From an optimization exercise on the open Yosys and OpenROAD flow, aimed at a short achievable clock period; shortcuts taken in it are not production practice. Function was not checked in any run shown here: the RTL went through the layout flow alone. Power figures rest on the tool's default switching activity, not on a simulated workload.

==> flow/design.v (outline; a module is shown in full before it is edited, if it fits) <==
// module g_inv: 1 lines
// module g_nand2: 1 lines
// module g_nor2: 1 lines
// module g_xor2: 1 lines
// module g_xnor2: 1 lines
// module g_aoi21: 1 lines
// module g_oai21: 1 lines
// module g_aoi22: 1 lines
// module g_aoi221: 1 lines
// module g_nand3: 1 lines
// module g_nand4: 1 lines
// module g_mux2i: 1 lines
// module g_nor3: 1 lines
// module g_aoi222: 1 lines
// module g_aoi211: 1 lines
// module add_ks10: 93 lines
// module add_ks11: 105 lines
// module res_mux: 49 lines
// module hc_gate: 11 lines
// module dec2: 10 lines
// module op7_sel: 22 lines
// module op7_pick: 69 lines
// module imm_pick: 21 lines
// module alu_pre: 39 lines
// module and16: 1 lines
// module or16: 1 lines
// module xor16: 1 lines
// module shl16: 8 lines
// module shr16: 8 lines
// module inc: 11 lines
// module dec: 11 lines
// module hi_pre: 27 lines
// module cnt_pre: 14 lines
// module add_ks16: 161 lines
// module hc_sel: 12 lines
// module res_sel: 23 lines
// module stack_cpu: 222 lines
module stack_cpu
(
  input  logic        clk,
  input  logic        rst_n,
  output logic [15:0] imem_addr,
  input  logic [15:0] insn,
  output logic [15:0] dmem_addr,
  output logic [15:0] dmem_wdata,
  output logic        dmem_we,
  output logic        dmem_re,
  output logic        dmem_byte,
  input  logic [15:0] dmem_rdata
);
  // ...
==> flow/flow/run.sh <==
#!/bin/bash
set -euo pipefail
export SETUP_SLACK_MARGIN=7.5
export BUFFER_PORTS_ARGS="-buffer_cell sky130_fd_sc_hd__buf_6"
bash standard.sh > standard.log 2>&1
==> flow/standard.sh <==
#!/bin/bash
# synth_recipe.tcl (not shown) runs the flow's synth.tcl, then flattens the netlist and writes it again
# the make line also repeats each setting of config.mk as NAME=value (left out here)
make -C /OpenROAD-flow-scripts/flow DESIGN_CONFIG=/design/flow/config.mk WORK_HOME=/design/flow/orfs CLKGATE_MAP_FILE= SYNTH_SCRIPT=/design/flow/synth_recipe.tcl "${@:-finish}"
==> flow/config.mk <==
export PLATFORM = sky130hd
export DESIGN_NAME = stack_cpu
export DESIGN_NICKNAME = stack_cpu
export VERILOG_FILES = /design/flow/design.v
export SDC_FILE = /design/flow/constraint.sdc
export NUM_CORES = 4
export LEC_CHECK = 0
export ABC_CLOCK_PERIOD_IN_PS = 2000
export CAP_MARGIN = 20
export CORE_MARGIN = 2
export CORE_UTILIZATION = 40
export PLACE_DENSITY = 0.6
export SLEW_MARGIN = 20
export SYNTH_HIERARCHICAL = 1
export SYNTH_MINIMUM_KEEP_SIZE = 0
export TNS_END_PERCENT = 10
==> flow/constraint.sdc <==
create_clock -name core_clock -period 12.5 [get_ports {clk}]
set_input_delay 2.5000 -clock core_clock [delete_from_list [all_inputs] [get_ports {clk}]]
set_output_delay 2.5000 -clock core_clock [all_outputs]
set_load 0.01 [all_outputs]
==> results.cfg, run 1 <==
[status]
status = no timing/DRC/antenna violations

[timing]
fin_crit_sh_pct = 57.0
hold_violations = 0
skew_ns = 0.0477

[floorplanning]
nWellTaps = 1380
pin_count = 85
die_y_um = 327
die_area_sq_um = 107000

[global_routing]
antenna_found_initial = 2
globalRouteMet3Util_pct = 4.18
busiest_layer = met2

[power]
clkPwrFrac_pct = 28.3
p_comb_share_pct = 37.4
pg_clk_mw = 2.07
intPower_mw = 4.61

[synth]
syn_nets = 3811

[place]
placed_area_sq_um = 44400

[cts]
numClockSinks = 617
hold_buffers = 0

[setup_path]
worst_ep_required_time_ns = 10.00
worstSetupEndpointType = primary output

[detailed_routing]
wl_met2_um = 64000
drt_iter0_markers = 4067

[final_layout]
stdcell_count = 5423

[worst_hold_path]
worstHoldStart = isr[7]
hold_depth = 2
==> module add_ks10, before the edit <==
module add_ks10
(
  input  logic [9:0] a,
  input  logic [9:0] x,
  output logic [9:0] s,
  output logic        con
);
  logic g0_0, t0_0, g0_1, t0_1, g0_2, t0_2, g0_3, t0_3, g0_4, t0_4, g0_5, t0_5, g0_6, t0_6, g0_7, t0_7, g0_8, t0_8, g0_9, t0_9, g1_1, g1_2, t1_2, g1_3, t1_3, g1_4, t1_4, g1_5, t1_5, g1_6, t1_6, g1_7, t1_7, g1_8, t1_8, g1_9, t1_9, g0_0_i, g2_2, g2_3, g2_4, t2_4, g2_5, t2_5, g2_6, t2_6, g2_7, t2_7, g2_8, t2_8, g2_9, t2_9, g3_4, g1_1_i, g3_5, g3_6, g3_7, g3_8, t3_8, g3_9, t3_9, g4_8, g4_9, p_0, p_1, p_2, p_3, p_4, p_5, p_6, p_7, p_8, p_9;
  g_nand2 u_g0_0 (.a(a[0]), .b(x[0]), .y(g0_0));
  g_nor2  u_t0_0 (.a(a[0]), .b(x[0]), .y(t0_0));
  g_nand2 u_g0_1 (.a(a[1]), .b(x[1]), .y(g0_1));
  g_nor2  u_t0_1 (.a(a[1]), .b(x[1]), .y(t0_1));
  g_nand2 u_g0_2 (.a(a[2]), .b(x[2]), .y(g0_2));
  g_nor2  u_t0_2 (.a(a[2]), .b(x[2]), .y(t0_2));
  g_nand2 u_g0_3 (.a(a[3]), .b(x[3]), .y(g0_3));
  g_nor2  u_t0_3 (.a(a[3]), .b(x[3]), .y(t0_3));
  g_nand2 u_g0_4 (.a(a[4]), .b(x[4]), .y(g0_4));
  g_nor2  u_t0_4 (.a(a[4]), .b(x[4]), .y(t0_4));
  g_nand2 u_g0_5 (.a(a[5]), .b(x[5]), .y(g0_5));
  g_nor2  u_t0_5 (.a(a[5]), .b(x[5]), .y(t0_5));
  g_nand2 u_g0_6 (.a(a[6]), .b(x[6]), .y(g0_6));
  g_nor2  u_t0_6 (.a(a[6]), .b(x[6]), .y(t0_6));
  g_nand2 u_g0_7 (.a(a[7]), .b(x[7]), .y(g0_7));
  g_nor2  u_t0_7 (.a(a[7]), .b(x[7]), .y(t0_7));
  g_nand2 u_g0_8 (.a(a[8]), .b(x[8]), .y(g0_8));
  g_nor2  u_t0_8 (.a(a[8]), .b(x[8]), .y(t0_8));
  g_nand2 u_g0_9 (.a(a[9]), .b(x[9]), .y(g0_9));
  g_nor2  u_t0_9 (.a(a[9]), .b(x[9]), .y(t0_9));
  g_oai21 u_g1_1 (.a1(t0_1), .a2(g0_0), .b(g0_1), .y(g1_1));
  g_oai21 u_g1_2 (.a1(t0_2), .a2(g0_1), .b(g0_2), .y(g1_2));
  g_nor2  u_t1_2 (.a(t0_2), .b(t0_1), .y(t1_2));
  g_oai21 u_g1_3 (.a1(t0_3), .a2(g0_2), .b(g0_3), .y(g1_3));
  g_nor2  u_t1_3 (.a(t0_3), .b(t0_2), .y(t1_3));
  g_oai21 u_g1_4 (.a1(t0_4), .a2(g0_3), .b(g0_4), .y(g1_4));
  g_nor2  u_t1_4 (.a(t0_4), .b(t0_3), .y(t1_4));
  g_oai21 u_g1_5 (.a1(t0_5), .a2(g0_4), .b(g0_5), .y(g1_5));
  g_nor2  u_t1_5 (.a(t0_5), .b(t0_4), .y(t1_5));
  g_oai21 u_g1_6 (.a1(t0_6), .a2(g0_5), .b(g0_6), .y(g1_6));
  g_nor2  u_t1_6 (.a(t0_6), .b(t0_5), .y(t1_6));
  g_oai21 u_g1_7 (.a1(t0_7), .a2(g0_6), .b(g0_7), .y(g1_7));
  g_nor2  u_t1_7 (.a(t0_7), .b(t0_6), .y(t1_7));
  g_oai21 u_g1_8 (.a1(t0_8), .a2(g0_7), .b(g0_8), .y(g1_8));
  g_nor2  u_t1_8 (.a(t0_8), .b(t0_7), .y(t1_8));
  g_oai21 u_g1_9 (.a1(t0_9), .a2(g0_8), .b(g0_9), .y(g1_9));
  g_nor2  u_t1_9 (.a(t0_9), .b(t0_8), .y(t1_9));
  g_inv   u_g0_0_i (.a(g0_0), .y(g0_0_i));
  g_aoi21 u_g2_2 (.a1(t1_2), .a2(g0_0_i), .b(g1_2), .y(g2_2));
  g_aoi21 u_g2_3 (.a1(t1_3), .a2(g1_1), .b(g1_3), .y(g2_3));
  g_aoi21 u_g2_4 (.a1(t1_4), .a2(g1_2), .b(g1_4), .y(g2_4));
  g_nand2 u_t2_4 (.a(t1_4), .b(t1_2), .y(t2_4));
  g_aoi21 u_g2_5 (.a1(t1_5), .a2(g1_3), .b(g1_5), .y(g2_5));
  g_nand2 u_t2_5 (.a(t1_5), .b(t1_3), .y(t2_5));
  g_aoi21 u_g2_6 (.a1(t1_6), .a2(g1_4), .b(g1_6), .y(g2_6));
  g_nand2 u_t2_6 (.a(t1_6), .b(t1_4), .y(t2_6));
  g_aoi21 u_g2_7 (.a1(t1_7), .a2(g1_5), .b(g1_7), .y(g2_7));
  g_nand2 u_t2_7 (.a(t1_7), .b(t1_5), .y(t2_7));
  g_aoi21 u_g2_8 (.a1(t1_8), .a2(g1_6), .b(g1_8), .y(g2_8));
  g_nand2 u_t2_8 (.a(t1_8), .b(t1_6), .y(t2_8));
  g_aoi21 u_g2_9 (.a1(t1_9), .a2(g1_7), .b(g1_9), .y(g2_9));
  g_nand2 u_t2_9 (.a(t1_9), .b(t1_7), .y(t2_9));
  g_oai21 u_g3_4 (.a1(t2_4), .a2(g0_0), .b(g2_4), .y(g3_4));
  g_inv   u_g1_1_i (.a(g1_1), .y(g1_1_i));
  g_oai21 u_g3_5 (.a1(t2_5), .a2(g1_1_i), .b(g2_5), .y(g3_5));
  g_oai21 u_g3_6 (.a1(t2_6), .a2(g2_2), .b(g2_6), .y(g3_6));
  g_oai21 u_g3_7 (.a1(t2_7), .a2(g2_3), .b(g2_7), .y(g3_7));
  g_oai21 u_g3_8 (.a1(t2_8), .a2(g2_4), .b(g2_8), .y(g3_8));
  g_nor2  u_t3_8 (.a(t2_8), .b(t2_4), .y(t3_8));
  g_oai21 u_g3_9 (.a1(t2_9), .a2(g2_5), .b(g2_9), .y(g3_9));
  g_nor2  u_t3_9 (.a(t2_9), .b(t2_5), .y(t3_9));
  g_aoi21 u_g4_8 (.a1(t3_8), .a2(g0_0_i), .b(g3_8), .y(g4_8));
  g_aoi21 u_g4_9 (.a1(t3_9), .a2(g1_1), .b(g3_9), .y(g4_9));
  g_xor2  u_p_0 (.a(a[0]), .b(x[0]), .y(p_0));
  assign s[0] = p_0;
  g_xor2  u_p_1 (.a(a[1]), .b(x[1]), .y(p_1));
  g_xnor2 u_s_1 (.a(p_1), .b(g0_0), .y(s[1]));
  g_xor2  u_p_2 (.a(a[2]), .b(x[2]), .y(p_2));
  g_xor2  u_s_2 (.a(p_2), .b(g1_1), .y(s[2]));
  g_xor2  u_p_3 (.a(a[3]), .b(x[3]), .y(p_3));
  g_xnor2 u_s_3 (.a(p_3), .b(g2_2), .y(s[3]));
  g_xor2  u_p_4 (.a(a[4]), .b(x[4]), .y(p_4));
  g_xnor2 u_s_4 (.a(p_4), .b(g2_3), .y(s[4]));
  g_xor2  u_p_5 (.a(a[5]), .b(x[5]), .y(p_5));
  g_xor2  u_s_5 (.a(p_5), .b(g3_4), .y(s[5]));
  g_xor2  u_p_6 (.a(a[6]), .b(x[6]), .y(p_6));
  g_xor2  u_s_6 (.a(p_6), .b(g3_5), .y(s[6]));
  g_xor2  u_p_7 (.a(a[7]), .b(x[7]), .y(p_7));
  g_xor2  u_s_7 (.a(p_7), .b(g3_6), .y(s[7]));
  g_xor2  u_p_8 (.a(a[8]), .b(x[8]), .y(p_8));
  g_xor2  u_s_8 (.a(p_8), .b(g3_7), .y(s[8]));
  g_xor2  u_p_9 (.a(a[9]), .b(x[9]), .y(p_9));
  g_xnor2 u_s_9 (.a(p_9), .b(g4_8), .y(s[9]));
  assign con = g4_9;
endmodule
==> module add_ks11, before the edit <==
module add_ks11
(
  input  logic [10:0] a,
  input  logic [10:0] x,
  output logic [10:0] s,
  output logic        con
);
  logic g0_0, t0_0, g0_1, t0_1, g0_2, t0_2, g0_3, t0_3, g0_4, t0_4, g0_5, t0_5, g0_6, t0_6, g0_7, t0_7, g0_8, t0_8, g0_9, t0_9, g0_10, t0_10, g1_1, g1_2, t1_2, g1_3, t1_3, g1_4, t1_4, g1_5, t1_5, g1_6, t1_6, g1_7, t1_7, g1_8, t1_8, g1_9, t1_9, g1_10, t1_10, g0_0_i, g2_2, g2_3, g2_4, t2_4, g2_5, t2_5, g2_6, t2_6, g2_7, t2_7, g2_8, t2_8, g2_9, t2_9, g2_10, t2_10, g3_4, g1_1_i, g3_5, g3_6, g3_7, g3_8, t3_8, g3_9, t3_9, g3_10, t3_10, g4_8, g4_9, g2_2_i, g4_10, p_0, p_1, p_2, p_3, p_4, p_5, p_6, p_7, p_8, p_9, p_10;
  g_nand2 u_g0_0 (.a(a[0]), .b(x[0]), .y(g0_0));
  g_nor2  u_t0_0 (.a(a[0]), .b(x[0]), .y(t0_0));
  g_nand2 u_g0_1 (.a(a[1]), .b(x[1]), .y(g0_1));
  g_nor2  u_t0_1 (.a(a[1]), .b(x[1]), .y(t0_1));
  g_nand2 u_g0_2 (.a(a[2]), .b(x[2]), .y(g0_2));
  g_nor2  u_t0_2 (.a(a[2]), .b(x[2]), .y(t0_2));
  g_nand2 u_g0_3 (.a(a[3]), .b(x[3]), .y(g0_3));
  g_nor2  u_t0_3 (.a(a[3]), .b(x[3]), .y(t0_3));
  g_nand2 u_g0_4 (.a(a[4]), .b(x[4]), .y(g0_4));
  g_nor2  u_t0_4 (.a(a[4]), .b(x[4]), .y(t0_4));
  g_nand2 u_g0_5 (.a(a[5]), .b(x[5]), .y(g0_5));
  g_nor2  u_t0_5 (.a(a[5]), .b(x[5]), .y(t0_5));
  g_nand2 u_g0_6 (.a(a[6]), .b(x[6]), .y(g0_6));
  g_nor2  u_t0_6 (.a(a[6]), .b(x[6]), .y(t0_6));
  g_nand2 u_g0_7 (.a(a[7]), .b(x[7]), .y(g0_7));
  g_nor2  u_t0_7 (.a(a[7]), .b(x[7]), .y(t0_7));
  g_nand2 u_g0_8 (.a(a[8]), .b(x[8]), .y(g0_8));
  g_nor2  u_t0_8 (.a(a[8]), .b(x[8]), .y(t0_8));
  g_nand2 u_g0_9 (.a(a[9]), .b(x[9]), .y(g0_9));
  g_nor2  u_t0_9 (.a(a[9]), .b(x[9]), .y(t0_9));
  g_nand2 u_g0_10 (.a(a[10]), .b(x[10]), .y(g0_10));
  g_nor2  u_t0_10 (.a(a[10]), .b(x[10]), .y(t0_10));
  g_oai21 u_g1_1 (.a1(t0_1), .a2(g0_0), .b(g0_1), .y(g1_1));
  g_oai21 u_g1_2 (.a1(t0_2), .a2(g0_1), .b(g0_2), .y(g1_2));
  g_nor2  u_t1_2 (.a(t0_2), .b(t0_1), .y(t1_2));
  g_oai21 u_g1_3 (.a1(t0_3), .a2(g0_2), .b(g0_3), .y(g1_3));
  g_nor2  u_t1_3 (.a(t0_3), .b(t0_2), .y(t1_3));
  g_oai21 u_g1_4 (.a1(t0_4), .a2(g0_3), .b(g0_4), .y(g1_4));
  g_nor2  u_t1_4 (.a(t0_4), .b(t0_3), .y(t1_4));
  g_oai21 u_g1_5 (.a1(t0_5), .a2(g0_4), .b(g0_5), .y(g1_5));
  g_nor2  u_t1_5 (.a(t0_5), .b(t0_4), .y(t1_5));
  g_oai21 u_g1_6 (.a1(t0_6), .a2(g0_5), .b(g0_6), .y(g1_6));
  g_nor2  u_t1_6 (.a(t0_6), .b(t0_5), .y(t1_6));
  g_oai21 u_g1_7 (.a1(t0_7), .a2(g0_6), .b(g0_7), .y(g1_7));
  g_nor2  u_t1_7 (.a(t0_7), .b(t0_6), .y(t1_7));
  g_oai21 u_g1_8 (.a1(t0_8), .a2(g0_7), .b(g0_8), .y(g1_8));
  g_nor2  u_t1_8 (.a(t0_8), .b(t0_7), .y(t1_8));
  g_oai21 u_g1_9 (.a1(t0_9), .a2(g0_8), .b(g0_9), .y(g1_9));
  g_nor2  u_t1_9 (.a(t0_9), .b(t0_8), .y(t1_9));
  g_oai21 u_g1_10 (.a1(t0_10), .a2(g0_9), .b(g0_10), .y(g1_10));
  g_nor2  u_t1_10 (.a(t0_10), .b(t0_9), .y(t1_10));
  g_inv   u_g0_0_i (.a(g0_0), .y(g0_0_i));
  g_aoi21 u_g2_2 (.a1(t1_2), .a2(g0_0_i), .b(g1_2), .y(g2_2));
  g_aoi21 u_g2_3 (.a1(t1_3), .a2(g1_1), .b(g1_3), .y(g2_3));
  g_aoi21 u_g2_4 (.a1(t1_4), .a2(g1_2), .b(g1_4), .y(g2_4));
  g_nand2 u_t2_4 (.a(t1_4), .b(t1_2), .y(t2_4));
  g_aoi21 u_g2_5 (.a1(t1_5), .a2(g1_3), .b(g1_5), .y(g2_5));
  g_nand2 u_t2_5 (.a(t1_5), .b(t1_3), .y(t2_5));
  g_aoi21 u_g2_6 (.a1(t1_6), .a2(g1_4), .b(g1_6), .y(g2_6));
  g_nand2 u_t2_6 (.a(t1_6), .b(t1_4), .y(t2_6));
  g_aoi21 u_g2_7 (.a1(t1_7), .a2(g1_5), .b(g1_7), .y(g2_7));
  g_nand2 u_t2_7 (.a(t1_7), .b(t1_5), .y(t2_7));
  g_aoi21 u_g2_8 (.a1(t1_8), .a2(g1_6), .b(g1_8), .y(g2_8));
  g_nand2 u_t2_8 (.a(t1_8), .b(t1_6), .y(t2_8));
  g_aoi21 u_g2_9 (.a1(t1_9), .a2(g1_7), .b(g1_9), .y(g2_9));
  g_nand2 u_t2_9 (.a(t1_9), .b(t1_7), .y(t2_9));
  g_aoi21 u_g2_10 (.a1(t1_10), .a2(g1_8), .b(g1_10), .y(g2_10));
  g_nand2 u_t2_10 (.a(t1_10), .b(t1_8), .y(t2_10));
  g_oai21 u_g3_4 (.a1(t2_4), .a2(g0_0), .b(g2_4), .y(g3_4));
  g_inv   u_g1_1_i (.a(g1_1), .y(g1_1_i));
  g_oai21 u_g3_5 (.a1(t2_5), .a2(g1_1_i), .b(g2_5), .y(g3_5));
  g_oai21 u_g3_6 (.a1(t2_6), .a2(g2_2), .b(g2_6), .y(g3_6));
  g_oai21 u_g3_7 (.a1(t2_7), .a2(g2_3), .b(g2_7), .y(g3_7));
  g_oai21 u_g3_8 (.a1(t2_8), .a2(g2_4), .b(g2_8), .y(g3_8));
  g_nor2  u_t3_8 (.a(t2_8), .b(t2_4), .y(t3_8));
  g_oai21 u_g3_9 (.a1(t2_9), .a2(g2_5), .b(g2_9), .y(g3_9));
  g_nor2  u_t3_9 (.a(t2_9), .b(t2_5), .y(t3_9));
  g_oai21 u_g3_10 (.a1(t2_10), .a2(g2_6), .b(g2_10), .y(g3_10));
  g_nor2  u_t3_10 (.a(t2_10), .b(t2_6), .y(t3_10));
  g_aoi21 u_g4_8 (.a1(t3_8), .a2(g0_0_i), .b(g3_8), .y(g4_8));
  g_aoi21 u_g4_9 (.a1(t3_9), .a2(g1_1), .b(g3_9), .y(g4_9));
  g_inv   u_g2_2_i (.a(g2_2), .y(g2_2_i));
  g_aoi21 u_g4_10 (.a1(t3_10), .a2(g2_2_i), .b(g3_10), .y(g4_10));
  g_xor2  u_p_0 (.a(a[0]), .b(x[0]), .y(p_0));
  assign s[0] = p_0;
  g_xor2  u_p_1 (.a(a[1]), .b(x[1]), .y(p_1));
  g_xnor2 u_s_1 (.a(p_1), .b(g0_0), .y(s[1]));
  g_xor2  u_p_2 (.a(a[2]), .b(x[2]), .y(p_2));
  g_xor2  u_s_2 (.a(p_2), .b(g1_1), .y(s[2]));
  g_xor2  u_p_3 (.a(a[3]), .b(x[3]), .y(p_3));
  g_xnor2 u_s_3 (.a(p_3), .b(g2_2), .y(s[3]));
  g_xor2  u_p_4 (.a(a[4]), .b(x[4]), .y(p_4));
  g_xnor2 u_s_4 (.a(p_4), .b(g2_3), .y(s[4]));
  g_xor2  u_p_5 (.a(a[5]), .b(x[5]), .y(p_5));
  g_xor2  u_s_5 (.a(p_5), .b(g3_4), .y(s[5]));
  g_xor2  u_p_6 (.a(a[6]), .b(x[6]), .y(p_6));
  g_xor2  u_s_6 (.a(p_6), .b(g3_5), .y(s[6]));
  g_xor2  u_p_7 (.a(a[7]), .b(x[7]), .y(p_7));
  g_xor2  u_s_7 (.a(p_7), .b(g3_6), .y(s[7]));
  g_xor2  u_p_8 (.a(a[8]), .b(x[8]), .y(p_8));
  g_xor2  u_s_8 (.a(p_8), .b(g3_7), .y(s[8]));
  g_xor2  u_p_9 (.a(a[9]), .b(x[9]), .y(p_9));
  g_xnor2 u_s_9 (.a(p_9), .b(g4_8), .y(s[9]));
  g_xor2  u_p_10 (.a(a[10]), .b(x[10]), .y(p_10));
  g_xnor2 u_s_10 (.a(p_10), .b(g4_9), .y(s[10]));
  assign con = g4_10;
endmodule
==> module res_mux, before the edit <==
module res_mux
(
  input  logic [8:0]       sel,     
  input  logic [8:0][9:0]  lo,
  input  logic [8:0]       con,     
  input  logic [7:0][5:0]  ha,      
  input  logic [7:0][5:0]  hb,      
  input  logic [4:0]       bha,     
  input  logic [4:0]       bhb,
  input  logic             blo10,   
  input  logic             is7,     
  input  logic [15:0]      op7,     
  input  logic [15:0]      imm,
  output logic [15:0]      y
);
  for (genvar k = 0; k < 10; k++)
  begin : g_lo
    logic n0, n1, n2, n3;
    g_aoi222 u_0 (.a1(sel[0]), .a2(lo[0][k]), .b1(sel[1]), .b2(lo[1][k]), .c1(is7), .c2(op7[k]),
                  .y(n0));
    g_aoi221 u_1 (.a1(sel[2]), .a2(lo[2][k]), .b1(sel[3]), .b2(lo[3][k]), .c(imm[k]), .y(n1));
    g_aoi22  u_2 (.a1(sel[4]), .a2(lo[4][k]), .b1(sel[5]), .b2(lo[5][k]), .y(n2));
    g_aoi22  u_3 (.a1(sel[7]), .a2(lo[7][k]), .b1(sel[8]), .b2(lo[8][k]), .y(n3));
    g_nand4  u_y (.a(n0), .b(n1), .c(n2), .d(n3), .y(y[k]));
  end
  for (genvar k = 10; k < 16; k++)
  begin : g_hi
    logic [8:0] tn;
    logic p1, p2, p3, x1n, x2n;
    for (genvar j = 0; j < 8; j++)
    begin : g_t
      g_mux2i u_t (.s(con[j]), .a0(ha[j][k-10]), .a1(hb[j][k-10]), .y(tn[j]));
    end
    if (k == 10)
    begin : g_b10
      g_nand2 u_t8 (.a(sel[8]), .b(blo10), .y(tn[8]));
    end
    else
    begin : g_bhi
      g_mux2i u_t8 (.s(con[8]), .a0(bha[k-11]), .a1(bhb[k-11]), .y(tn[8]));
    end
    g_nand3 u_p1 (.a(tn[0]), .b(tn[1]), .c(tn[2]), .y(p1));
    g_nand3 u_p2 (.a(tn[3]), .b(tn[4]), .c(tn[5]), .y(p2));
    g_nand3 u_p3 (.a(tn[6]), .b(tn[7]), .c(tn[8]), .y(p3));
    g_nor2  u_x1 (.a(p1), .b(p2), .y(x1n));
    g_aoi211 u_x2 (.a1(is7), .a2(op7[k]), .b(p3), .c(imm[k]), .y(x2n));
    g_nand2 u_y  (.a(x1n), .b(x2n), .y(y[k]));
  end
endmodule
==> module alu_pre, before the edit <==
module alu_pre
(
  input  logic [15:0] t,
  input  logic [15:0] n,
  output logic [15:0] tn_sum,
  output logic [15:0] tn_dif,
  output logic [15:0] tn_and,
  output logic [15:0] tn_or,
  output logic [15:0] tn_xor,
  output logic [15:0] tn_shl,
  output logic [15:0] tn_shr,
  output logic        tn_eq,
  output logic        tn_lt,
  output logic [15:0] t_addz,
  output logic [15:0] t_addnz,
  output logic        t_zero,
  output logic [5:0]  t_hp
);
  logic [15:0] t_step, t_inv, dif_n;
  logic [14:0] t_step_hi;
  logic        sum_con, dif_con;
  assign t_inv = ~t;
  add_ks16 u_sum (.a(t), .x(n), .s(tn_sum), .con(sum_con));
  add_ks16 u_dif (.a(t_inv), .x(n), .s(dif_n), .con(dif_con));   
  assign tn_dif  = ~dif_n;
  and16 u_and (.a(t), .b(n), .y(tn_and));
  or16  u_or  (.a(t), .b(n), .y(tn_or));
  xor16 u_xor (.a(t), .b(n), .y(tn_xor));
  shl16 u_shl (.a(t), .s(n[3:0]), .y(tn_shl));
  shr16 u_shr (.a(t), .s(n[3:0]), .y(tn_shr));
  assign tn_eq   = t == n;
  assign tn_lt   = (t[15] ^ n[15]) ? t[15] : tn_dif[15];
  inc #(.W(15)) u_step (.a(t[15:1]), .y(t_step_hi));    
  assign t_step  = {t_step_hi, t[0]};
  assign t_zero  = t == 16'd0;
  assign t_addz  = t_zero ? tn_sum : t_step;
  assign t_addnz = !t_zero ? tn_sum : t_step;
  inc #(.W(6)) u_thp (.a(t[15:10]), .y(t_hp));
endmodule
==> module add_ks16, before the edit <==
module add_ks16
(
  input  logic [15:0] a,
  input  logic [15:0] x,
  output logic [15:0] s,
  output logic        con
);
  logic g0_0, t0_0, g0_1, t0_1, g0_2, t0_2, g0_3, t0_3, g0_4, t0_4, g0_5, t0_5, g0_6, t0_6, g0_7, t0_7, g0_8, t0_8, g0_9, t0_9, g0_10, t0_10, g0_11, t0_11, g0_12, t0_12, g0_13, t0_13, g0_14, t0_14, g0_15, t0_15, g1_1, g1_2, t1_2, g1_3, t1_3, g1_4, t1_4, g1_5, t1_5, g1_6, t1_6, g1_7, t1_7, g1_8, t1_8, g1_9, t1_9, g1_10, t1_10, g1_11, t1_11, g1_12, t1_12, g1_13, t1_13, g1_14, t1_14, g1_15, t1_15, g0_0_i, g2_2, g2_3, g2_4, t2_4, g2_5, t2_5, g2_6, t2_6, g2_7, t2_7, g2_8, t2_8, g2_9, t2_9, g2_10, t2_10, g2_11, t2_11, g2_12, t2_12, g2_13, t2_13, g2_14, t2_14, g2_15, t2_15, g3_4, g1_1_i, g3_5, g3_6, g3_7, g3_8, t3_8, g3_9, t3_9, g3_10, t3_10, g3_11, t3_11, g3_12, t3_12, g3_13, t3_13, g3_14, t3_14, g3_15, t3_15, g4_8, g4_9, g2_2_i, g4_10, g2_3_i, g4_11, g4_12, g4_13, g4_14, g4_15, p_0, p_1, p_2, p_3, p_4, p_5, p_6, p_7, p_8, p_9, p_10, p_11, p_12, p_13, p_14, p_15;
  g_nand2 u_g0_0 (.a(a[0]), .b(x[0]), .y(g0_0));
  g_nor2  u_t0_0 (.a(a[0]), .b(x[0]), .y(t0_0));
  g_nand2 u_g0_1 (.a(a[1]), .b(x[1]), .y(g0_1));
  g_nor2  u_t0_1 (.a(a[1]), .b(x[1]), .y(t0_1));
  g_nand2 u_g0_2 (.a(a[2]), .b(x[2]), .y(g0_2));
  g_nor2  u_t0_2 (.a(a[2]), .b(x[2]), .y(t0_2));
  g_nand2 u_g0_3 (.a(a[3]), .b(x[3]), .y(g0_3));
  g_nor2  u_t0_3 (.a(a[3]), .b(x[3]), .y(t0_3));
  g_nand2 u_g0_4 (.a(a[4]), .b(x[4]), .y(g0_4));
  g_nor2  u_t0_4 (.a(a[4]), .b(x[4]), .y(t0_4));
  g_nand2 u_g0_5 (.a(a[5]), .b(x[5]), .y(g0_5));
  g_nor2  u_t0_5 (.a(a[5]), .b(x[5]), .y(t0_5));
  g_nand2 u_g0_6 (.a(a[6]), .b(x[6]), .y(g0_6));
  g_nor2  u_t0_6 (.a(a[6]), .b(x[6]), .y(t0_6));
  g_nand2 u_g0_7 (.a(a[7]), .b(x[7]), .y(g0_7));
  g_nor2  u_t0_7 (.a(a[7]), .b(x[7]), .y(t0_7));
  g_nand2 u_g0_8 (.a(a[8]), .b(x[8]), .y(g0_8));
  g_nor2  u_t0_8 (.a(a[8]), .b(x[8]), .y(t0_8));
  g_nand2 u_g0_9 (.a(a[9]), .b(x[9]), .y(g0_9));
  g_nor2  u_t0_9 (.a(a[9]), .b(x[9]), .y(t0_9));
  g_nand2 u_g0_10 (.a(a[10]), .b(x[10]), .y(g0_10));
  g_nor2  u_t0_10 (.a(a[10]), .b(x[10]), .y(t0_10));
  g_nand2 u_g0_11 (.a(a[11]), .b(x[11]), .y(g0_11));
  g_nor2  u_t0_11 (.a(a[11]), .b(x[11]), .y(t0_11));
  g_nand2 u_g0_12 (.a(a[12]), .b(x[12]), .y(g0_12));
  g_nor2  u_t0_12 (.a(a[12]), .b(x[12]), .y(t0_12));
  g_nand2 u_g0_13 (.a(a[13]), .b(x[13]), .y(g0_13));
  g_nor2  u_t0_13 (.a(a[13]), .b(x[13]), .y(t0_13));
  g_nand2 u_g0_14 (.a(a[14]), .b(x[14]), .y(g0_14));
  g_nor2  u_t0_14 (.a(a[14]), .b(x[14]), .y(t0_14));
  g_nand2 u_g0_15 (.a(a[15]), .b(x[15]), .y(g0_15));
  g_nor2  u_t0_15 (.a(a[15]), .b(x[15]), .y(t0_15));
  g_oai21 u_g1_1 (.a1(t0_1), .a2(g0_0), .b(g0_1), .y(g1_1));
  g_oai21 u_g1_2 (.a1(t0_2), .a2(g0_1), .b(g0_2), .y(g1_2));
  g_nor2  u_t1_2 (.a(t0_2), .b(t0_1), .y(t1_2));
  g_oai21 u_g1_3 (.a1(t0_3), .a2(g0_2), .b(g0_3), .y(g1_3));
  g_nor2  u_t1_3 (.a(t0_3), .b(t0_2), .y(t1_3));
  g_oai21 u_g1_4 (.a1(t0_4), .a2(g0_3), .b(g0_4), .y(g1_4));
  g_nor2  u_t1_4 (.a(t0_4), .b(t0_3), .y(t1_4));
  g_oai21 u_g1_5 (.a1(t0_5), .a2(g0_4), .b(g0_5), .y(g1_5));
  g_nor2  u_t1_5 (.a(t0_5), .b(t0_4), .y(t1_5));
  g_oai21 u_g1_6 (.a1(t0_6), .a2(g0_5), .b(g0_6), .y(g1_6));
  g_nor2  u_t1_6 (.a(t0_6), .b(t0_5), .y(t1_6));
  g_oai21 u_g1_7 (.a1(t0_7), .a2(g0_6), .b(g0_7), .y(g1_7));
  g_nor2  u_t1_7 (.a(t0_7), .b(t0_6), .y(t1_7));
  g_oai21 u_g1_8 (.a1(t0_8), .a2(g0_7), .b(g0_8), .y(g1_8));
  g_nor2  u_t1_8 (.a(t0_8), .b(t0_7), .y(t1_8));
  g_oai21 u_g1_9 (.a1(t0_9), .a2(g0_8), .b(g0_9), .y(g1_9));
  g_nor2  u_t1_9 (.a(t0_9), .b(t0_8), .y(t1_9));
  g_oai21 u_g1_10 (.a1(t0_10), .a2(g0_9), .b(g0_10), .y(g1_10));
  g_nor2  u_t1_10 (.a(t0_10), .b(t0_9), .y(t1_10));
  g_oai21 u_g1_11 (.a1(t0_11), .a2(g0_10), .b(g0_11), .y(g1_11));
  g_nor2  u_t1_11 (.a(t0_11), .b(t0_10), .y(t1_11));
  g_oai21 u_g1_12 (.a1(t0_12), .a2(g0_11), .b(g0_12), .y(g1_12));
  g_nor2  u_t1_12 (.a(t0_12), .b(t0_11), .y(t1_12));
  g_oai21 u_g1_13 (.a1(t0_13), .a2(g0_12), .b(g0_13), .y(g1_13));
  g_nor2  u_t1_13 (.a(t0_13), .b(t0_12), .y(t1_13));
  g_oai21 u_g1_14 (.a1(t0_14), .a2(g0_13), .b(g0_14), .y(g1_14));
  g_nor2  u_t1_14 (.a(t0_14), .b(t0_13), .y(t1_14));
  g_oai21 u_g1_15 (.a1(t0_15), .a2(g0_14), .b(g0_15), .y(g1_15));
  g_nor2  u_t1_15 (.a(t0_15), .b(t0_14), .y(t1_15));
  g_inv   u_g0_0_i (.a(g0_0), .y(g0_0_i));
  g_aoi21 u_g2_2 (.a1(t1_2), .a2(g0_0_i), .b(g1_2), .y(g2_2));
  g_aoi21 u_g2_3 (.a1(t1_3), .a2(g1_1), .b(g1_3), .y(g2_3));
  g_aoi21 u_g2_4 (.a1(t1_4), .a2(g1_2), .b(g1_4), .y(g2_4));
  g_nand2 u_t2_4 (.a(t1_4), .b(t1_2), .y(t2_4));
  g_aoi21 u_g2_5 (.a1(t1_5), .a2(g1_3), .b(g1_5), .y(g2_5));
  g_nand2 u_t2_5 (.a(t1_5), .b(t1_3), .y(t2_5));
  g_aoi21 u_g2_6 (.a1(t1_6), .a2(g1_4), .b(g1_6), .y(g2_6));
  g_nand2 u_t2_6 (.a(t1_6), .b(t1_4), .y(t2_6));
  g_aoi21 u_g2_7 (.a1(t1_7), .a2(g1_5), .b(g1_7), .y(g2_7));
  g_nand2 u_t2_7 (.a(t1_7), .b(t1_5), .y(t2_7));
  g_aoi21 u_g2_8 (.a1(t1_8), .a2(g1_6), .b(g1_8), .y(g2_8));
  g_nand2 u_t2_8 (.a(t1_8), .b(t1_6), .y(t2_8));
  g_aoi21 u_g2_9 (.a1(t1_9), .a2(g1_7), .b(g1_9), .y(g2_9));
  g_nand2 u_t2_9 (.a(t1_9), .b(t1_7), .y(t2_9));
  g_aoi21 u_g2_10 (.a1(t1_10), .a2(g1_8), .b(g1_10), .y(g2_10));
  g_nand2 u_t2_10 (.a(t1_10), .b(t1_8), .y(t2_10));
  g_aoi21 u_g2_11 (.a1(t1_11), .a2(g1_9), .b(g1_11), .y(g2_11));
  g_nand2 u_t2_11 (.a(t1_11), .b(t1_9), .y(t2_11));
  g_aoi21 u_g2_12 (.a1(t1_12), .a2(g1_10), .b(g1_12), .y(g2_12));
  g_nand2 u_t2_12 (.a(t1_12), .b(t1_10), .y(t2_12));
  g_aoi21 u_g2_13 (.a1(t1_13), .a2(g1_11), .b(g1_13), .y(g2_13));
  g_nand2 u_t2_13 (.a(t1_13), .b(t1_11), .y(t2_13));
  g_aoi21 u_g2_14 (.a1(t1_14), .a2(g1_12), .b(g1_14), .y(g2_14));
  g_nand2 u_t2_14 (.a(t1_14), .b(t1_12), .y(t2_14));
  g_aoi21 u_g2_15 (.a1(t1_15), .a2(g1_13), .b(g1_15), .y(g2_15));
  g_nand2 u_t2_15 (.a(t1_15), .b(t1_13), .y(t2_15));
  g_oai21 u_g3_4 (.a1(t2_4), .a2(g0_0), .b(g2_4), .y(g3_4));
  g_inv   u_g1_1_i (.a(g1_1), .y(g1_1_i));
  g_oai21 u_g3_5 (.a1(t2_5), .a2(g1_1_i), .b(g2_5), .y(g3_5));
  g_oai21 u_g3_6 (.a1(t2_6), .a2(g2_2), .b(g2_6), .y(g3_6));
  g_oai21 u_g3_7 (.a1(t2_7), .a2(g2_3), .b(g2_7), .y(g3_7));
  g_oai21 u_g3_8 (.a1(t2_8), .a2(g2_4), .b(g2_8), .y(g3_8));
  g_nor2  u_t3_8 (.a(t2_8), .b(t2_4), .y(t3_8));
  g_oai21 u_g3_9 (.a1(t2_9), .a2(g2_5), .b(g2_9), .y(g3_9));
  g_nor2  u_t3_9 (.a(t2_9), .b(t2_5), .y(t3_9));
  g_oai21 u_g3_10 (.a1(t2_10), .a2(g2_6), .b(g2_10), .y(g3_10));
  g_nor2  u_t3_10 (.a(t2_10), .b(t2_6), .y(t3_10));
  g_oai21 u_g3_11 (.a1(t2_11), .a2(g2_7), .b(g2_11), .y(g3_11));
  g_nor2  u_t3_11 (.a(t2_11), .b(t2_7), .y(t3_11));
  g_oai21 u_g3_12 (.a1(t2_12), .a2(g2_8), .b(g2_12), .y(g3_12));
  g_nor2  u_t3_12 (.a(t2_12), .b(t2_8), .y(t3_12));
  g_oai21 u_g3_13 (.a1(t2_13), .a2(g2_9), .b(g2_13), .y(g3_13));
  g_nor2  u_t3_13 (.a(t2_13), .b(t2_9), .y(t3_13));
  g_oai21 u_g3_14 (.a1(t2_14), .a2(g2_10), .b(g2_14), .y(g3_14));
  g_nor2  u_t3_14 (.a(t2_14), .b(t2_10), .y(t3_14));
  g_oai21 u_g3_15 (.a1(t2_15), .a2(g2_11), .b(g2_15), .y(g3_15));
  g_nor2  u_t3_15 (.a(t2_15), .b(t2_11), .y(t3_15));
  g_aoi21 u_g4_8 (.a1(t3_8), .a2(g0_0_i), .b(g3_8), .y(g4_8));
  g_aoi21 u_g4_9 (.a1(t3_9), .a2(g1_1), .b(g3_9), .y(g4_9));
  g_inv   u_g2_2_i (.a(g2_2), .y(g2_2_i));
  g_aoi21 u_g4_10 (.a1(t3_10), .a2(g2_2_i), .b(g3_10), .y(g4_10));
  g_inv   u_g2_3_i (.a(g2_3), .y(g2_3_i));
  g_aoi21 u_g4_11 (.a1(t3_11), .a2(g2_3_i), .b(g3_11), .y(g4_11));
  g_aoi21 u_g4_12 (.a1(t3_12), .a2(g3_4), .b(g3_12), .y(g4_12));
  g_aoi21 u_g4_13 (.a1(t3_13), .a2(g3_5), .b(g3_13), .y(g4_13));
  g_aoi21 u_g4_14 (.a1(t3_14), .a2(g3_6), .b(g3_14), .y(g4_14));
  g_aoi21 u_g4_15 (.a1(t3_15), .a2(g3_7), .b(g3_15), .y(g4_15));
  g_xor2  u_p_0 (.a(a[0]), .b(x[0]), .y(p_0));
  assign s[0] = p_0;
  g_xor2  u_p_1 (.a(a[1]), .b(x[1]), .y(p_1));
  g_xnor2 u_s_1 (.a(p_1), .b(g0_0), .y(s[1]));
  g_xor2  u_p_2 (.a(a[2]), .b(x[2]), .y(p_2));
  g_xor2  u_s_2 (.a(p_2), .b(g1_1), .y(s[2]));
  g_xor2  u_p_3 (.a(a[3]), .b(x[3]), .y(p_3));
  g_xnor2 u_s_3 (.a(p_3), .b(g2_2), .y(s[3]));
  g_xor2  u_p_4 (.a(a[4]), .b(x[4]), .y(p_4));
  g_xnor2 u_s_4 (.a(p_4), .b(g2_3), .y(s[4]));
  g_xor2  u_p_5 (.a(a[5]), .b(x[5]), .y(p_5));
  g_xor2  u_s_5 (.a(p_5), .b(g3_4), .y(s[5]));
  g_xor2  u_p_6 (.a(a[6]), .b(x[6]), .y(p_6));
  g_xor2  u_s_6 (.a(p_6), .b(g3_5), .y(s[6]));
  g_xor2  u_p_7 (.a(a[7]), .b(x[7]), .y(p_7));
  g_xor2  u_s_7 (.a(p_7), .b(g3_6), .y(s[7]));
  g_xor2  u_p_8 (.a(a[8]), .b(x[8]), .y(p_8));
  g_xor2  u_s_8 (.a(p_8), .b(g3_7), .y(s[8]));
  g_xor2  u_p_9 (.a(a[9]), .b(x[9]), .y(p_9));
  g_xnor2 u_s_9 (.a(p_9), .b(g4_8), .y(s[9]));
  g_xor2  u_p_10 (.a(a[10]), .b(x[10]), .y(p_10));
  g_xnor2 u_s_10 (.a(p_10), .b(g4_9), .y(s[10]));
  g_xor2  u_p_11 (.a(a[11]), .b(x[11]), .y(p_11));
  g_xnor2 u_s_11 (.a(p_11), .b(g4_10), .y(s[11]));
  g_xor2  u_p_12 (.a(a[12]), .b(x[12]), .y(p_12));
  g_xnor2 u_s_12 (.a(p_12), .b(g4_11), .y(s[12]));
  g_xor2  u_p_13 (.a(a[13]), .b(x[13]), .y(p_13));
  g_xnor2 u_s_13 (.a(p_13), .b(g4_12), .y(s[13]));
  g_xor2  u_p_14 (.a(a[14]), .b(x[14]), .y(p_14));
  g_xnor2 u_s_14 (.a(p_14), .b(g4_13), .y(s[14]));
  g_xor2  u_p_15 (.a(a[15]), .b(x[15]), .y(p_15));
  g_xnor2 u_s_15 (.a(p_15), .b(g4_14), .y(s[15]));
  assign con = g4_15;
endmodule
==> module stack_cpu, before the edit <==
module stack_cpu
(
  input  logic        clk,
  input  logic        rst_n,
  output logic [15:0] imem_addr,
  input  logic [15:0] insn,
  output logic [15:0] dmem_addr,
  output logic [15:0] dmem_wdata,
  output logic        dmem_we,
  output logic        dmem_re,
  output logic        dmem_byte,
  input  logic [15:0] dmem_rdata
);
  logic [15:0] ip, fp, isr;
  logic [15:0] top0, top1;           
  logic [15:0] dmem_stk [16];        
  logic [4:0]  depth;                
  logic [15:0] cmem [16];            
  logic [4:0]  cptr;                 
  logic [15:0] ctop;                 
  logic [15:0] ip2;
  logic [3:0] op;
  logic [1:0] asel;
  logic is_lit, is_j, is_jc, is_b, is_w, is_6, is_alu, is_sys;
  assign op     = insn[15:12];
  assign asel   = insn[11:10];
  assign is_lit = insn[15];
  assign is_j   = op == 4'b0000;
  assign is_jc  = op == 4'b0001;
  assign is_b   = insn[15:13] == 3'b001 || op == 4'b0101;   
  assign is_w   = op == 4'b0100;                             
  assign is_6   = op == 4'b0110;                             
  assign is_alu = op == 4'b0111 && !insn[11];
  assign is_sys = op == 4'b0111 && insn[11];
  logic [15:0] tn_sum, tn_dif, tn_and, tn_or, tn_xor, tn_shl, tn_shr, t_addz, t_addnz;
  logic        t_zero, tn_eq, tn_lt;
  logic [5:0]  t_hp;
  alu_pre u_alu_pre (.t(top0), .n(top1), .tn_sum(tn_sum), .tn_dif(tn_dif), .tn_and(tn_and),
                     .tn_or(tn_or), .tn_xor(tn_xor), .tn_shl(tn_shl), .tn_shr(tn_shr),
                     .tn_eq(tn_eq), .tn_lt(tn_lt), .t_addz(t_addz), .t_addnz(t_addnz),
                     .t_zero(t_zero), .t_hp(t_hp));
  logic [9:0] xb, xw;
  logic       sgn;
  assign xb  = insn[9:0];               
  assign xw  = {insn[9], insn[9:1]};    
  assign sgn = insn[9];
  logic [5:0] fp_hm, fp_hp, ip_hm, ip_hp, c_hm, c_hp;
  logic [4:0] br_hm, br_hp;
  hi_pre u_hi_pre (.fp(fp), .ip(ip), .c(ctop), .fp_hm(fp_hm), .fp_hp(fp_hp), .ip_hm(ip_hm),
                   .ip_hp(ip_hp), .c_hm(c_hm), .c_hp(c_hp), .br_hm(br_hm), .br_hp(br_hp),
                   .ip2(ip2));
  logic [8:0][9:0] lo;
  logic [8:0]      con;
  logic [7:0][5:0] hc0, hc1;
  logic [4:0]      bhc0, bhc1;
  logic            blo10;
  logic [10:0]     br_lo;
  add_ks10 u_fp_b (.a(fp[9:0]),   .x(xb), .s(lo[0]), .con(con[0]));
  add_ks10 u_ip_b (.a(ip[9:0]),   .x(xb), .s(lo[1]), .con(con[1]));
  add_ks10 u_c_b  (.a(ctop[9:0]), .x(xb), .s(lo[2]), .con(con[2]));
  add_ks10 u_fp_w (.a(fp[9:0]),   .x(xw), .s(lo[3]), .con(con[3]));
  add_ks10 u_ip_w (.a(ip[9:0]),   .x(xw), .s(lo[4]), .con(con[4]));
  add_ks10 u_c_w  (.a(ctop[9:0]), .x(xw), .s(lo[5]), .con(con[5]));
  add_ks10 u_t_b  (.a(top0[9:0]), .x(xb), .s(lo[7]), .con(con[7]));
  add_ks11 u_br   (.a(ip[10:0]),  .x(insn[11:1]), .s(br_lo), .con(con[8]));
  assign lo[6] = lo[0];
  assign con[6] = con[0];
  assign lo[8] = br_lo[9:0];
  assign blo10 = br_lo[10];
  hc_sel #(.W(6)) u_hc_fp (.s(sgn), .h(fp[15:10]),   .hm(fp_hm), .hp(fp_hp), .hc0(hc0[0]), .hc1(hc1[0]));
  hc_sel #(.W(6)) u_hc_ip (.s(sgn), .h(ip[15:10]),   .hm(ip_hm), .hp(ip_hp), .hc0(hc0[1]), .hc1(hc1[1]));
  hc_sel #(.W(6)) u_hc_c  (.s(sgn), .h(ctop[15:10]), .hm(c_hm),  .hp(c_hp),  .hc0(hc0[2]), .hc1(hc1[2]));
  assign hc1[3] = hc1[0];
  assign hc0[3] = hc0[0];
  assign hc1[4] = hc1[1];
  assign hc0[4] = hc0[1];
  assign hc1[5] = hc1[2];
  assign hc0[5] = hc0[2];
  assign hc1[6] = fp_hp;
  assign hc0[6] = fp[15:10];
  assign hc1[7] = t_hp;
  assign hc0[7] = top0[15:10];
  hc_sel #(.W(5)) u_hc_br (.s(insn[11]), .h(ip[15:11]), .hm(br_hm), .hp(br_hp), .hc0(bhc0), .hc1(bhc1));
  logic s_br, s_ip2, s_6i, s_6f, s_sisr, s_sc, s_sfp;
  logic [8:0] sel;
  res_sel u_rsel (.insn(insn), .t_zero(t_zero), .sel(sel), .s_ip2(s_ip2));
  assign s_br = sel[8];
  assign s_6i   = is_6 && asel == 2'd0;
  assign s_6f   = is_6 && asel == 2'd1;
  assign s_sisr = is_sys && insn[4] && !insn[0];
  assign s_sc   = is_sys && !insn[4] && !insn[0] && insn[3:2] == 2'b00;
  assign s_sfp  = is_sys && insn[3:0] == 4'b0011;
  logic [15:0] v_op7, v_imm, alu_res;
  logic [8:0]  rsel;
  logic [7:0][5:0] ha, hb;
  logic [4:0]  bha, bhb;
  op7_pick u_op7 (.insn(insn), .tn_sum(tn_sum), .tn_dif(tn_dif),
                  .tn_and(tn_and), .tn_or(tn_or), .tn_xor(tn_xor),
                  .tn_shl(tn_shl), .tn_shr(tn_shr), .tn_eq(tn_eq), .tn_lt(tn_lt),
                  .t(top0), .n(top1), .t_addz(t_addz),
                  .t_addnz(t_addnz), .isr(isr), .c(ctop), .fp(fp),
                  .y(v_op7));
  imm_pick u_imm (.insn(insn), .s_ip2(s_ip2), .ip2(ip2), .y(v_imm));
  assign rsel = {sel[8:1], sel[0] || sel[6]};
  for (genvar j = 0; j < 8; j++)
  begin : g_hg
    hc_gate #(.W(6)) u_hg (.sel(sel[j]), .hc0(hc0[j]), .hc1(hc1[j]), .ha(ha[j]), .hb(hb[j]));
  end
  hc_gate #(.W(5)) u_hg_br (.sel(sel[8]), .hc0(bhc0), .hc1(bhc1), .ha(bha), .hb(bhb));
  res_mux u_res (.sel(rsel), .lo(lo), .con(con), .ha(ha), .hb(hb), .bha(bha), .bhb(bhb),
                 .blo10(blo10), .is7(op == 4'b0111), .op7(v_op7), .imm(v_imm), .y(alu_res));
  logic push, pop, load_stk, wr1, rd, wr, byt, cpush, cpop;
  assign push     = is_lit || op == 4'b0010 || (is_w && !insn[0]) || op == 4'b0101 ||
                    (op == 4'b0111 && insn[7]);
  assign pop      = is_jc || op == 4'b0011 || (is_w && insn[0]) || (is_alu && insn[6]) ||
                    (is_sys && insn[2]) || (is_sys && insn[4] && insn[0]);
  assign load_stk = push || is_alu || (is_sys && insn[3] && !insn[1]);
  assign wr1      = op == 4'b0111 && insn[3] && !(insn[11] && insn[4]);
  assign rd       = op == 4'b0010 || (is_w && !insn[0]) || s_6i ||
                    (is_sys && insn[3:2] == 2'b10);
  assign wr       = op == 4'b0011 || (is_w && insn[0]) || (is_sys && insn[3:2] == 2'b11);
  assign byt      = insn[15:13] == 3'b001 || (op == 4'b0111 && insn[0]);
  assign cpush    = (is_j && insn[0]) || s_6i || s_sisr || s_sfp;
  assign cpop     = s_sc;
  assign imem_addr  = ip;
  assign dmem_addr  = alu_res;
  assign dmem_wdata = (op == 4'b0111 && !(insn[11] && insn[4])) ? top1 : top0;
  assign dmem_we    = rst_n && wr;
  assign dmem_re    = rst_n && rd;
  assign dmem_byte  = byt && (rd || wr);
  logic [15:0] rd_data, din, ip_nx, fp_nx, cdin;
  assign rd_data = byt ? {8'h00, dmem_rdata[7:0]} : dmem_rdata;
  assign din     = rd ? rd_data : alu_res;
  assign cdin    = s_sfp ? fp : ip2;
  always_comb
  begin
    if (s_br)
      ip_nx = alu_res;
    else if (s_6i)
      ip_nx = {6'd0, xb};
    else if (is_sys && insn[3:0] == 4'b0000)
      ip_nx = insn[4] ? isr : ctop;
    else
      ip_nx = ip2;
    if (s_6f)
      fp_nx = alu_res;
    else if (is_sys && insn[3:0] == 4'b0010)
      fp_nx = insn[4] ? isr : ctop;
    else
      fp_nx = fp;
  end
  always_ff @(posedge clk)
  begin
    if (!rst_n)
    begin
      ip  <= 16'd0;
      fp  <= 16'd0;
      isr <= 16'd0;
    end
    else
    begin
      ip <= ip_nx;
      fp <= fp_nx;
      if (insn == 16'h7811)
        isr <= top0;
    end
  end
  logic [3:0] sp;
  assign sp = depth[3:0] - 4'd2;
  always_ff @(posedge clk)
  begin
    if (push && !pop && depth >= 5'd2)
      dmem_stk[sp] <= top1;
    if (push && !pop)
      top1 <= top0;
    else if (pop && !push)
    begin
      top0 <= top1;
      top1 <= dmem_stk[sp - 4'd1];
    end
    if (load_stk)
    begin
      if (wr1)
        top1 <= din;
      else
        top0 <= din;
    end
  end
  logic [4:0] cptr_p, cptr_m, depth_p, depth_m;
  cnt_pre u_cnt (.cptr(cptr), .depth(depth), .cptr_p(cptr_p), .cptr_m(cptr_m),
                 .depth_p(depth_p), .depth_m(depth_m));
  always_ff @(posedge clk)
  begin
    if (!rst_n)
      depth <= 5'd0;
    else if (push && !pop)
      depth <= depth_p;
    else if (pop && !push)
      depth <= depth_m;
  end
  always_ff @(posedge clk)
  begin
    if (cpush)
      cmem[cptr[3:0]] <= cdin;
  end
  always_ff @(posedge clk)
  begin
    if (cpush && !cpop)
      ctop <= cdin;
    else if (cpop && !cpush)
      ctop <= cmem[cptr[3:0] - 4'd2];
  end
  always_ff @(posedge clk)
  begin
    if (!rst_n)
      cptr <= 5'd0;
    else if (cpush && !cpop)
      cptr <= cptr_p;
    else if (cpop && !cpush)
      cptr <= cptr_m;
  end
endmodule
==> run 2, diff against run 1 <==
--- a/flow/design.v
+++ b/flow/design.v
@@ -65,7 +65,8 @@
   input  logic [9:0] a,
   input  logic [9:0] x,
   output logic [9:0] s,
-  output logic        con
+  output logic        con,
+  output logic        co
 );
   logic g0_0, t0_0, g0_1, t0_1, g0_2, t0_2, g0_3, t0_3, g0_4, t0_4, g0_5, t0_5, g0_6, t0_6, g0_7, t0_7, g0_8, t0_8, g0_9, t0_9, g1_1, g1_2, t1_2, g1_3, t1_3, g1_4, t1_4, g1_5, t1_5, g1_6, t1_6, g1_7, t1_7, g1_8, t1_8, g1_9, t1_9, g0_0_i, g2_2, g2_3, g2_4, t2_4, g2_5, t2_5, g2_6, t2_6, g2_7, t2_7, g2_8, t2_8, g2_9, t2_9, g3_4, g1_1_i, g3_5, g3_6, g3_7, g3_8, t3_8, g3_9, t3_9, g4_8, g4_9, p_0, p_1, p_2, p_3, p_4, p_5, p_6, p_7, p_8, p_9;
   g_nand2 u_g0_0 (.a(a[0]), .b(x[0]), .y(g0_0));
@@ -152,13 +153,15 @@
   g_xor2  u_p_9 (.a(a[9]), .b(x[9]), .y(p_9));
   g_xnor2 u_s_9 (.a(p_9), .b(g4_8), .y(s[9]));
   assign con = g4_9;
+  g_inv   u_co (.a(g4_9), .y(co));
 endmodule
 module add_ks11
 (
   input  logic [10:0] a,
   input  logic [10:0] x,
   output logic [10:0] s,
-  output logic        con
+  output logic        con,
+  output logic        co
 );
   logic g0_0, t0_0, g0_1, t0_1, g0_2, t0_2, g0_3, t0_3, g0_4, t0_4, g0_5, t0_5, g0_6, t0_6, g0_7, t0_7, g0_8, t0_8, g0_9, t0_9, g0_10, t0_10, g1_1, g1_2, t1_2, g1_3, t1_3, g1_4, t1_4, g1_5, t1_5, g1_6, t1_6, g1_7, t1_7, g1_8, t1_8, g1_9, t1_9, g1_10, t1_10, g0_0_i, g2_2, g2_3, g2_4, t2_4, g2_5, t2_5, g2_6, t2_6, g2_7, t2_7, g2_8, t2_8, g2_9, t2_9, g2_10, t2_10, g3_4, g1_1_i, g3_5, g3_6, g3_7, g3_8, t3_8, g3_9, t3_9, g3_10, t3_10, g4_8, g4_9, g2_2_i, g4_10, p_0, p_1, p_2, p_3, p_4, p_5, p_6, p_7, p_8, p_9, p_10;
   g_nand2 u_g0_0 (.a(a[0]), .b(x[0]), .y(g0_0));
@@ -257,11 +260,13 @@
   g_xor2  u_p_10 (.a(a[10]), .b(x[10]), .y(p_10));
   g_xnor2 u_s_10 (.a(p_10), .b(g4_9), .y(s[10]));
   assign con = g4_10;
+  g_inv   u_co (.a(g4_10), .y(co));
 endmodule
 module res_mux
 (
   input  logic [8:0]       sel,     
   input  logic [8:0][9:0]  lo,
+  input  logic [8:0]       co,      
   input  logic [8:0]       con,     
   input  logic [7:0][5:0]  ha,      
   input  logic [7:0][5:0]  hb,      
@@ -289,7 +294,7 @@
     logic p1, p2, p3, x1n, x2n;
     for (genvar j = 0; j < 8; j++)
     begin : g_t
-      g_mux2i u_t (.s(con[j]), .a0(ha[j][k-10]), .a1(hb[j][k-10]), .y(tn[j]));
+      g_aoi22 u_t (.a1(co[j]), .a2(ha[j][k-10]), .b1(con[j]), .b2(hb[j][k-10]), .y(tn[j]));
     end
     if (k == 10)
     begin : g_b10
@@ -297,7 +302,7 @@
     end
     else
     begin : g_bhi
-      g_mux2i u_t8 (.s(con[8]), .a0(bha[k-11]), .a1(bhb[k-11]), .y(tn[8]));
+      g_aoi22 u_t8 (.a1(co[8]), .a2(bha[k-11]), .b1(con[8]), .b2(bhb[k-11]), .y(tn[8]));
     end
     g_nand3 u_p1 (.a(tn[0]), .b(tn[1]), .c(tn[2]), .y(p1));
     g_nand3 u_p2 (.a(tn[3]), .b(tn[4]), .c(tn[5]), .y(p2));
@@ -462,8 +467,8 @@
   logic [14:0] t_step_hi;
   logic        sum_con, dif_con;
   assign t_inv = ~t;
-  add_ks16 u_sum (.a(t), .x(n), .s(tn_sum), .con(sum_con));
-  add_ks16 u_dif (.a(t_inv), .x(n), .s(dif_n), .con(dif_con));   
+  add_ks16 u_sum (.a(t), .x(n), .s(tn_sum), .con(sum_con), .co());
+  add_ks16 u_dif (.a(t_inv), .x(n), .s(dif_n), .con(dif_con), .co());   
   assign tn_dif  = ~dif_n;
   and16 u_and (.a(t), .b(n), .y(tn_and));
   or16  u_or  (.a(t), .b(n), .y(tn_or));
@@ -566,7 +571,8 @@
   input  logic [15:0] a,
   input  logic [15:0] x,
   output logic [15:0] s,
-  output logic        con
+  output logic        con,
+  output logic        co
 );
   logic g0_0, t0_0, g0_1, t0_1, g0_2, t0_2, g0_3, t0_3, g0_4, t0_4, g0_5, t0_5, g0_6, t0_6, g0_7, t0_7, g0_8, t0_8, g0_9, t0_9, g0_10, t0_10, g0_11, t0_11, g0_12, t0_12, g0_13, t0_13, g0_14, t0_14, g0_15, t0_15, g1_1, g1_2, t1_2, g1_3, t1_3, g1_4, t1_4, g1_5, t1_5, g1_6, t1_6, g1_7, t1_7, g1_8, t1_8, g1_9, t1_9, g1_10, t1_10, g1_11, t1_11, g1_12, t1_12, g1_13, t1_13, g1_14, t1_14, g1_15, t1_15, g0_0_i, g2_2, g2_3, g2_4, t2_4, g2_5, t2_5, g2_6, t2_6, g2_7, t2_7, g2_8, t2_8, g2_9, t2_9, g2_10, t2_10, g2_11, t2_11, g2_12, t2_12, g2_13, t2_13, g2_14, t2_14, g2_15, t2_15, g3_4, g1_1_i, g3_5, g3_6, g3_7, g3_8, t3_8, g3_9, t3_9, g3_10, t3_10, g3_11, t3_11, g3_12, t3_12, g3_13, t3_13, g3_14, t3_14, g3_15, t3_15, g4_8, g4_9, g2_2_i, g4_10, g2_3_i, g4_11, g4_12, g4_13, g4_14, g4_15, p_0, p_1, p_2, p_3, p_4, p_5, p_6, p_7, p_8, p_9, p_10, p_11, p_12, p_13, p_14, p_15;
   g_nand2 u_g0_0 (.a(a[0]), .b(x[0]), .y(g0_0));
@@ -721,6 +727,7 @@
   g_xor2  u_p_15 (.a(a[15]), .b(x[15]), .y(p_15));
   g_xnor2 u_s_15 (.a(p_15), .b(g4_14), .y(s[15]));
   assign con = g4_15;
+  g_inv   u_co (.a(g4_15), .y(co));
 endmodule
 module hc_sel #(parameter int W = 6)
 (
@@ -810,21 +817,22 @@
                    .ip_hp(ip_hp), .c_hm(c_hm), .c_hp(c_hp), .br_hm(br_hm), .br_hp(br_hp),
                    .ip2(ip2));
   logic [8:0][9:0] lo;
-  logic [8:0]      con;
+  logic [8:0]      con, co;
   logic [7:0][5:0] hc0, hc1;
   logic [4:0]      bhc0, bhc1;
   logic            blo10;
   logic [10:0]     br_lo;
-  add_ks10 u_fp_b (.a(fp[9:0]),   .x(xb), .s(lo[0]), .con(con[0]));
-  add_ks10 u_ip_b (.a(ip[9:0]),   .x(xb), .s(lo[1]), .con(con[1]));
-  add_ks10 u_c_b  (.a(ctop[9:0]), .x(xb), .s(lo[2]), .con(con[2]));
-  add_ks10 u_fp_w (.a(fp[9:0]),   .x(xw), .s(lo[3]), .con(con[3]));
-  add_ks10 u_ip_w (.a(ip[9:0]),   .x(xw), .s(lo[4]), .con(con[4]));
-  add_ks10 u_c_w  (.a(ctop[9:0]), .x(xw), .s(lo[5]), .con(con[5]));
-  add_ks10 u_t_b  (.a(top0[9:0]), .x(xb), .s(lo[7]), .con(con[7]));
-  add_ks11 u_br   (.a(ip[10:0]),  .x(insn[11:1]), .s(br_lo), .con(con[8]));
+  add_ks10 u_fp_b (.a(fp[9:0]),   .x(xb), .s(lo[0]), .con(con[0]), .co(co[0]));
+  add_ks10 u_ip_b (.a(ip[9:0]),   .x(xb), .s(lo[1]), .con(con[1]), .co(co[1]));
+  add_ks10 u_c_b  (.a(ctop[9:0]), .x(xb), .s(lo[2]), .con(con[2]), .co(co[2]));
+  add_ks10 u_fp_w (.a(fp[9:0]),   .x(xw), .s(lo[3]), .con(con[3]), .co(co[3]));
+  add_ks10 u_ip_w (.a(ip[9:0]),   .x(xw), .s(lo[4]), .con(con[4]), .co(co[4]));
+  add_ks10 u_c_w  (.a(ctop[9:0]), .x(xw), .s(lo[5]), .con(con[5]), .co(co[5]));
+  add_ks10 u_t_b  (.a(top0[9:0]), .x(xb), .s(lo[7]), .con(con[7]), .co(co[7]));
+  add_ks11 u_br   (.a(ip[10:0]),  .x(insn[11:1]), .s(br_lo), .con(con[8]), .co(co[8]));
   assign lo[6] = lo[0];
   assign con[6] = con[0];
+  assign co[6]  = co[0];
   assign lo[8] = br_lo[9:0];
   assign blo10 = br_lo[10];
   hc_sel #(.W(6)) u_hc_fp (.s(sgn), .h(fp[15:10]),   .hm(fp_hm), .hp(fp_hp), .hc0(hc0[0]), .hc1(hc1[0]));
@@ -867,7 +875,7 @@
     hc_gate #(.W(6)) u_hg (.sel(sel[j]), .hc0(hc0[j]), .hc1(hc1[j]), .ha(ha[j]), .hb(hb[j]));
   end
   hc_gate #(.W(5)) u_hg_br (.sel(sel[8]), .hc0(bhc0), .hc1(bhc1), .ha(bha), .hb(bhb));
-  res_mux u_res (.sel(rsel), .lo(lo), .con(con), .ha(ha), .hb(hb), .bha(bha), .bhb(bhb),
+  res_mux u_res (.sel(rsel), .lo(lo), .co(co), .con(con), .ha(ha), .hb(hb), .bha(bha), .bhb(bhb),
                  .blo10(blo10), .is7(op == 4'b0111), .op7(v_op7), .imm(v_imm), .y(alu_res));
   logic push, pop, load_stk, wr1, rd, wr, byt, cpush, cpop;
   assign push     = is_lit || op == 4'b0010 || (is_w && !insn[0]) || op == 4'b0101 ||
==> run 2 against run 1 <==
Net effect:
- synthesized cell count increased by 0.21%
- routed wire length rose by 2.4%
- fmax down 1.3%
- sequential share of layout area grew 0.11 points
- non-clock buffer count decreased by 22
- clock-buffer cell count fell by 1
- clock power is 4% lower
- cell area decreased by 0.37%
- cell count down 0.31%
- core utilization down 0.32 points
- worst setup slack worse by 0.096 ns
- largest power group unchanged
==> results.cfg, run 2 <==
[timing]
relSlewSlack_pct = 27.0
hold_violations = 0
fin_crit_sh_pct = 57.7
fmax_mhz = 139
rsz0062_at_grt = yes
slew_violations = 0
period_needed_ns = 7.22
finalSetupTns_ns = 0
tightest_slew_ns = 1.09
skew_ns = 0.0369
setup_viol = 0

[power]
p_sw_mw = 2.72
intPower_mw = 4.53
p_comb_share_pct = 38.4
p_per_area_nw_per_um2 = 146
power.share.switching_pct = 37.5
seqPwrFrac_pct = 34.3
clkPwrFrac_pct = 27.3
p_leak_nw = 17.7
peakVddDrop_mv = 0.104

[setup_path]
crit_type = input pin to primary output
r2r_setup_slack_ns = 7.76
critical_path_arrival_ns = 4.72
worstPathMaxFanout = 6
worstSetupEndpointType = primary output
start_kind = input pin
worst_ep_required_time_ns = 10.00

[synth]
syn_nets = 3819
syn_inst = 3732
netlist_area_sq_um = 41800
synth_warnings = 8
syn_area_per_cell_sq_um = 11.2

[cts]
hold_buffers = 0
clk_latency_ns = 0.66
clk_pin_slew_ns = 0.05
tritoncts = yes
cts-root-buf = clkbuf_16
numClockSinks = 617
cts_buffers = 69
htreeDepth = 3
cts.path.max_buffers = 3

[floorplanning]
initial_utilization_pct = 40.3
pin_count = 85
die_area_sq_um = 107000
rows = 118
die_w_um = 327
die_y_um = 327
coreArea_sq_um = 104000

[place]
place_congestion = 0.956
placed_area_sq_um = 44600
dp_hpwl_um = 89700
port_buffers = 84

[final_layout]
drive_above_1_share_pct = 32.9
final_area_sq_um = 49700
layout_commonest_cell = edfxtp_1
area_growth_pct = 18.7
mostFrequentLayoutCells = 528 x edfxtp_1, 417 x nand2_1, 253 x nor2_1, 222 x xor2_1, 219 x a22oi_2
multi_input_area_sq_um = 23600
ff_latch_area_sq_um = 17700
layout.nets = 4059
fill_cells = 9313

[detailed_routing]
via_count = 33100
postRouteAntennaNets = 0
wl_per_cell_um = 27.4
wirelength_um = 148000
dr.pass1.iters = 7
drc = 0
routed_via_density = 6.13
drt_iter0_markers = 4054

[run]
maxCapViolCount = 0

[global_routing]
first_global_vias = 31200
grt_pass1_wl_um = 210000
grt_max_degree = 72
antenna_found_initial = 3
grt_usage_pct = 26.4
grt-ovfl-total = 0

[status]
status = no timing/DRC/antenna violations

[worst_hold_path]
hp-class = flip-flop to flip-flop
[run 2: worst paths after layout]
check	startpoint	end	cells after the start
max	insn[0]	dmem_addr[9]	10
min reg2reg	isr[2]	isr[2]	2
min	isr[2]	isr[2]	2
max reg2reg	top0[13]	top0[6]	14
[run 2: through the flow]
step | setup WS, ns | std cells | power, mW | hold WS, ns | utilization (%)
floorplan | 5.69 | 3732 | 4.26 | 0.519 | -
global placement | 4.49 | 5124 | 5.08 | 0.538 | 43.0
detailed placement | 4.47 | 5124 | 5.10 | 0.542 | 43.0
CTS | 5.50 | 5366 | 7.19 | 0.551 | 47.2
global route | 5.39 | 5405 | 7.52 | 0.584 | 47.9
finish | 5.28 | 5406 | 7.26 | 0.547 | 47.9
[run 2: routing by layer]
layer  vias to the layer above  wire [um]  GRT usage, %
met5                         -         13             0
met4                         2       7620          11.7
met3                       411      13900          4.97
met2                      1811      64600          40.2
met1                     16400      61900          36.7
li1                      14500          -             -
[run 2: area by class of cell]
type	instances	share of cell area [%]
repair buffers	321	7.54
clock buffers	86	3.67
flip-flops and latches	617	35.6
well taps	1380	3.48
clock inverters	38	0.746
multi-input cells	2788	47.6
diodes	1	0.00504
inverters	175	1.37
[run 2: timing repair]
item / in CTS / in global routing
setup buffers: 93 / 30
resized for setup: 191 / 81
endpoints found under the hold margin: 0 / 0
cloned: 25 / 9
setup endpoints to repair: 162 / 325
pin swaps: 84 / 33
[run 2: worst max-delay path, cell delays in order]
cell      delay, ns
buf_16         0.12
nor2b_4        0.16
buf_6          0.14
a22oi_2        0.15
nand2_1        0.15
a22oi_2        0.24
nand4_1        0.20
a222oi_1       0.42
nand4_1        0.37
buf_6          0.25
[run 2: power by group through the flow]
stage / Clock, mW / Sequential, mW / Combinational, mW
final: 1.99 / 2.49 / 2.79
after global routing: 2.10 / 2.49 / 2.93
after CTS: 2.02 / 2.49 / 2.68
after detailed placement: 0 / 2.54 / 2.56
after global placement: 0 / 2.54 / 2.54
after floorplan: 0 / 2.62 / 1.64

separate check: timing with driven ports:
Ports are ideal in the flow. The routed layouts listed here were re-timed in OpenROAD.
Step 1: set_driving_cell puts a clkbuf_16 on clk and a buf_2 on each other input, an assumption about the parent block.
Step 2 times the ports against the registers' clock, not the clock port: input delays grow and output delays shrink by t, the midpoint of the rising clock arrivals with the driver on.
a / b / c = ideal / step 1 / step 2; a / b = the first two.
| run | shift t [ns] | slack for setup (ns) |
|---|---|---|
| run 1 | 0.678 | 5.378 / 4.881 / 4.881 |
| run 2 | 0.702 | 5.282 / 4.911 / 4.911 |
After both steps every run listed still meets setup and hold.
